Context: an optimization exercise on an open-source flow, tuned for small area and a short achievable clock period. The choices shown serve that exercise and are no tape-out recipe.
Function was checked by simulation only, so behaviour that the tests miss may differ from the original.
Power and IR drop assume default switching activity.

==> flow/config.mk <==
export PLATFORM = sky130hd
export DESIGN_NAME = sram_bank
export DESIGN_NICKNAME = sram_bank
export VERILOG_FILES = /design/flow/design.v
export SDC_FILE = /design/flow/constraint.sdc
export NUM_CORES = 4
export LEC_CHECK = 0
export CAP_MARGIN = 20
export CORE_MARGIN = 2
export CORE_UTILIZATION = 40
export SLEW_MARGIN = 20
==> flow/constraint.sdc <==
create_clock -name core_clock -period 5.0 [get_ports {clk}]
set_input_delay 1.0000 -clock core_clock [delete_from_list [all_inputs] [get_ports {clk}]]
set_output_delay 1.0000 -clock core_clock [all_outputs]
set_load 0.01 [all_outputs]
==> flow/design.v <==
package core_cfg;
    localparam int REG_ADDR_WIDTH = 5;
    localparam int XLEN           = 64;
endpackage
module sram_bank #(
    parameter int ADDR_WIDTH = core_cfg::REG_ADDR_WIDTH,
    parameter int DATA_WIDTH = core_cfg::XLEN
) (
    input  logic                    clk,
    input  logic                    rst_n,
    input  logic                    req_valid,
    output logic                    req_ready,
    input  logic                    req_we,
    input  logic [ADDR_WIDTH-1:0]   req_addr,
    input  logic [DATA_WIDTH-1:0]   req_wdata,
    input  logic [DATA_WIDTH/8-1:0] req_be,
    output logic                    rsp_valid,
    input  logic                    rsp_ready,
    output logic [DATA_WIDTH-1:0]   rsp_rdata,
    output logic                    init_busy
);
    localparam int DEPTH = 2 ** ADDR_WIDTH;
    localparam int NB    = DATA_WIDTH / 8;
    generate
        if (DATA_WIDTH % 8 != 0) begin : g_width_check
            $error("sram_bank: DATA_WIDTH must be a multiple of 8");
        end
    endgenerate
    logic [DEPTH*DATA_WIDTH-1:0] mem_q;
    logic                  in_idle;
    logic                  init_we;
    logic [ADDR_WIDTH-1:0] init_cnt;
    logic                  accept;
    logic                  rd_accept;
    logic                  wr_accept;
    typedef enum logic {
        ST_INIT = 1'b0,
        ST_IDLE = 1'b1
    } state_t;
    state_t state;
    state_t state_nxt;
    always_ff @(posedge clk or negedge rst_n) begin
        if (!rst_n) begin
            state    <= ST_INIT;
            init_cnt <= '0;
        end else begin
            state <= state_nxt;
            if (state == ST_INIT) begin
                init_cnt <= init_cnt + 1'b1;
            end
        end
    end
    always_comb begin
        state_nxt = state;
        case (state)
            ST_INIT: begin
                if (init_cnt == {ADDR_WIDTH{1'b1}}) begin
                    state_nxt = ST_IDLE;
                end
            end
            ST_IDLE: state_nxt = ST_IDLE;
            default: state_nxt = ST_INIT;
        endcase
    end
    assign in_idle   = (state == ST_IDLE);
    assign init_we   = (state == ST_INIT);
    assign init_busy = rst_n && (state == ST_INIT);
    assign req_ready = in_idle && (!rsp_valid || rsp_ready);
    assign accept    = req_valid && req_ready;
    assign rd_accept = accept && !req_we;
    assign wr_accept = accept && req_we;
    logic [DEPTH-1:0]      wr_sel;
    logic [DEPTH-1:0]      clr_sel;
    logic [DATA_WIDTH-1:0] wr_data;
    always_comb begin
        for (int w = 0; w < DEPTH; w++) begin
            wr_sel[w]  = wr_accept && (req_addr == ADDR_WIDTH'(w));
            clr_sel[w] = init_we && (init_cnt == ADDR_WIDTH'(w));
        end
    end
    assign wr_data = init_we ? '0 : req_wdata;
    for (genvar w = 0; w < DEPTH; w++) begin : g_word
        for (genvar b = 0; b < NB; b++) begin : g_byte
            always_ff @(posedge clk) begin
                if (clr_sel[w] || (wr_sel[w] && req_be[b])) begin
                    mem_q[w*DATA_WIDTH + 8*b +: 8] <= wr_data[8*b +: 8];
                end
            end
        end
    end
    always_ff @(posedge clk or negedge rst_n) begin
        if (!rst_n) begin
            rsp_valid <= 1'b0;
            rsp_rdata <= '0;
        end else if (rd_accept) begin
            rsp_valid <= 1'b1;
            rsp_rdata <= mem_q[req_addr*DATA_WIDTH +: DATA_WIDTH];
        end else if (rsp_ready) begin
            rsp_valid <= 1'b0;
        end
    end
endmodule
==> flow/run.sh <==
#!/bin/bash
# synth_recipe.tcl (not shown) runs the flow's synth.tcl, then flattens the netlist and writes it again
# the make line also repeats each setting of config.mk as NAME=value (left out here)
make -C /OpenROAD-flow-scripts/flow DESIGN_CONFIG=/design/flow/config.mk WORK_HOME=/design/flow/orfs CLKGATE_MAP_FILE= SYNTH_SCRIPT=/design/flow/synth_recipe.tcl finish
==> run notes <==
io pins 149; synthesized instance count 4252; Worst EP required 4.00 ns; slew margin rel. 0.161; hold_buf cts 1; hold path startpoint init_cnt[3]; TritonCTS clock tree yes; Seq/Total Area, Yosys 0.756; commonest non-fill, non-tap cell in the layout edfxtp_1; gp weighted congestion 0.871; gr usage total 0.222; skew final 0.0427 ns; # rows 167; Power Total 37.6 mW; Slowest cell on crit path clkdlybuf4s50_1; Post-DRT Antenna Nets 0; fin area 95900 um^2; Top FF cell, synth edfxtp_1; switching power 8.32 mW; first drt pass iteration count 5; synth warn 1; Buf/Inv on CP 3; CTS Buf Count 210; Internal Power 29.3 mW; RR Startpoint state; core area 207000 um^2; worst-path cell chain dlygate4sd3_1 -> buf_4 -> nor2b_1 -> clkdlybuf4s50_1; placed cell area 88900 um^2; Hold Crit Class reg2reg; Synth Area per Inst 19.7 um^2; GRT overflow 0; Worst R2R Setup Slack 1.52 ns; Clock Path Buffers 3; final setup fails 0; first-pass GRT wire length 333 mm; clock network power share 0.418; PD cells 392 nW/um^2; Multi-input gate area 19300 um^2; WHS Path Cells 1; RSZ-0062 raised after global routing no; synthesized cell area 83700 um^2; Root Buffer Master clkbuf_16; Reg clk slew, reported paths 0.06 ns; Max-Cap Viols 0; Nets 4570; Final Hold Violating Endpoints 0; Largest delay share family, worst path buffers and inverters; Setup Fix Bufs, Post-CTS 0; Worst Setup End Kind primary output; Seq pwr share 0.527; VDD IR-drop max 0.351 mV; CP Launch Type primary input; Period minus WS final 3.55 ns; largest net degree at the start of global routing 82; R2R depth 4; Fmax achieved 0.282 GHz; Sw Ratio 0.221; Yosys cell types 35; setup TNS 0 ns; Final period util 0.710; Post-synth EDFFs 2048; H-tree Lvls 4; Clock Sinks 2119; WL/cell 31.9 um; flop and latch count out of synthesis 2119; kind of critical path in2out; DRT Wirelength 238 mm; Initial Util 0.403; Filler Cell Count 17300; total stage count of the critical path 4; Max Slew Vio Count 0; DR vias/cell 5.88; leakage 33.1 nW; syn_nets 4340; CP endpoint init_busy; Clk Latency, worst-skew pair 0.86 ns; Chip Height 461 um; cts repair resizes 0; DR DRC count 0; largest fanout on the critical path 8; register area 63300 um^2; CP arrival 2.55 ns; initial antenna violation count 8; RR Endpoint mem_q[1257]; die area 213000 um^2; crit path launch rst_n; area grow syn2layout 14.5%; port bufs 148; vias 43900; starting DRC count in detailed routing 5689; power share of the combinational group 0.056; vias in the first global route 43100; Die Wd 461 um; Slowest Stage Delay on Critical Path 0.56 ns; DPL Wire Length 149 mm; share of layout cells above drive strength 1 0.205; commonest cells after routing, fill and taps aside edfxtp_1 (2048), mux2i_1 (512), a21o_1 (256), mux4_2 (256), clkbuf_16 (212); outcome no timing/DRC/antenna violations; Worst Max-Slew Pin Slew 1.26 ns; Async S/R FF share, synth 0.0335
-- routing by layer --
layer,up-vias,GRT usage,part of all wire
met3,418,0.0464,0.089
met4,4,0.0719,0.033
li1,18100,-,-
met1,23200,0.316,0.42
met5,-,0,0.000088
met2,2193,0.340,0.46
-- power groups by stage --
stage	sequential [mW]	combinational [mW]	clock, mW
global route	19.8	2.21	16.6
CTS	19.8	2.10	15.9
detailed placement	20.2	2.10	0
finish	19.8	2.09	15.7
floorplan	20.1	1.12	0
global placement	20.2	2.06	0
-- how the worst min path moves through the flow --
stage	to	slack, ns
global placement	init_cnt[4]	0.54
global route	rsp_rdata[55]	0.54
finish	init_cnt[3]	0.56
detailed placement	init_cnt[3]	0.55
floorplan	init_cnt[3]	0.50
CTS	rsp_rdata[55]	0.52
-- sequential cells by signal (all words and copies together) (netlist names) --
| name | cells |
|---|---|
| mem_q | 2048 |
| rsp_rdata | 64 |
| init_cnt | 5 |
| rsp_valid | 1 |
| state | 1 |
-- metrics by stage --
stage / worst slack (ns) / std cells / hold slack, ns / util
after floorplan: 2.02 / 4252 / 0.496 / -
after global placement: 0.790 / 7051 / 0.541 / 0.428
after detailed placement: 0.807 / 7057 / 0.546 / 0.428
after CTS: 1.42 / 7449 / 0.525 / 0.462
after global routing: 1.39 / 7456 / 0.539 / 0.462
final: 1.45 / 7457 / 0.559 / 0.462
-- cells in the mapped netlist, types with 2 or more instances --
| cell type | instances | area [um^2] |
|---|---|---|
| buf_2 | 82 | 410 |
| dfrtp_1 | 71 | 1780 |
| nor2_1 | 90 | 338 |
| o211ai_1 | 64 | 480 |
| buf_6 | 10 | 113 |
| ha_1 | 6 | 75.1 |
| nand4b_1 | 3 | 26.3 |
| nand2b_1 | 7 | 43.8 |
| a21o_1 | 256 | 1920 |
| xnor2_1 | 3 | 26.3 |
| and3_1 | 8 | 50.1 |
| a22oi_1 | 64 | 480 |
| nor3_2 | 32 | 320 |
| a2111oi_2 | 64 | 961 |
| nand3b_1 | 3 | 22.5 |
| clkbuf_1 | 144 | 541 |
| nor2b_1 | 6 | 37.5 |
| mux2i_1 | 512 | 5120 |
| and2_1 | 68 | 425 |
| nand4_1 | 2 | 12.5 |
| buf_1 | 25 | 93.8 |
| mux2_2 | 65 | 732 |
| nand2_1 | 12 | 45.0 |
| or3b_1 | 2 | 17.5 |
| mux4_2 | 256 | 5770 |
| a211oi_1 | 128 | 961 |
| edfxtp_1 | 2048 | 61500 |
| o22ai_1 | 192 | 1200 |
| inv_1 | 5 | 18.8 |
| buf_4 | 16 | 120 |
| or2_2 | 4 | 25.0 |
-- logic make-up after synthesis --
logic type | Yosys count | synth area share
buffers and inverters | 283 | 0.0155
DFF | 2119 | 0.756
adders and majority gates | 6 | 0.000897
AOI/OAI and AO/OA | 769 | 0.0718
and+or+nand+nor | 239 | 0.0164
muxes | 833 | 0.139
xor gates and xnor gates | 3 | 0.000314
-- final cells by class --
type,count,share of cell area
inverters,5,0.000222
diodes,8,0.000209
multi-input cells,1850,0.201
flip-flops and latches,2119,0.660
clock buffers,298,0.0612
clock inverters,93,0.0107
well taps,2788,0.0364
repair buffers,296,0.0300
-- worst register-to-register path: cells and delay by family, from the launching register on --
family | cells | cell delay [ns]
and+or+nand+nor | 2 | 1.26
DFF | 1 | 0.80
buffers and inverters | 1 | 0.37
AOI/OAI and AO/OA | 1 | 0.68

-- what the ideal ports hide --
Ports are ideal in the flow. The routed layout listed here was re-timed in OpenROAD.
Step 1, drivers: a clkbuf_16 drives clk and a buf_2 each remaining input, both assumed.
Step 2 adds t to the input delays and takes it off the output delays; t is the mean of the earliest and latest rising clock arrival at the registers after step 1. Input paths then give back, and output paths get back, about the clock's delay inside the block.
Three values: ideal, step 1, step 2; two values: the first two.
t, ns: 0.932
setup WS [ns]: 1.451 / 1.429 / 0.692
hold slack, ns: 0.559 / 0.501 / 0.559
worst setup path after step 2: input to register
worst register clock-pin slew, ns: 0.07 / 0.07
After both steps this run still meets setup and hold. The setup slack of this run moves by -0.022 ns with the drivers and by -0.759 ns with both steps.
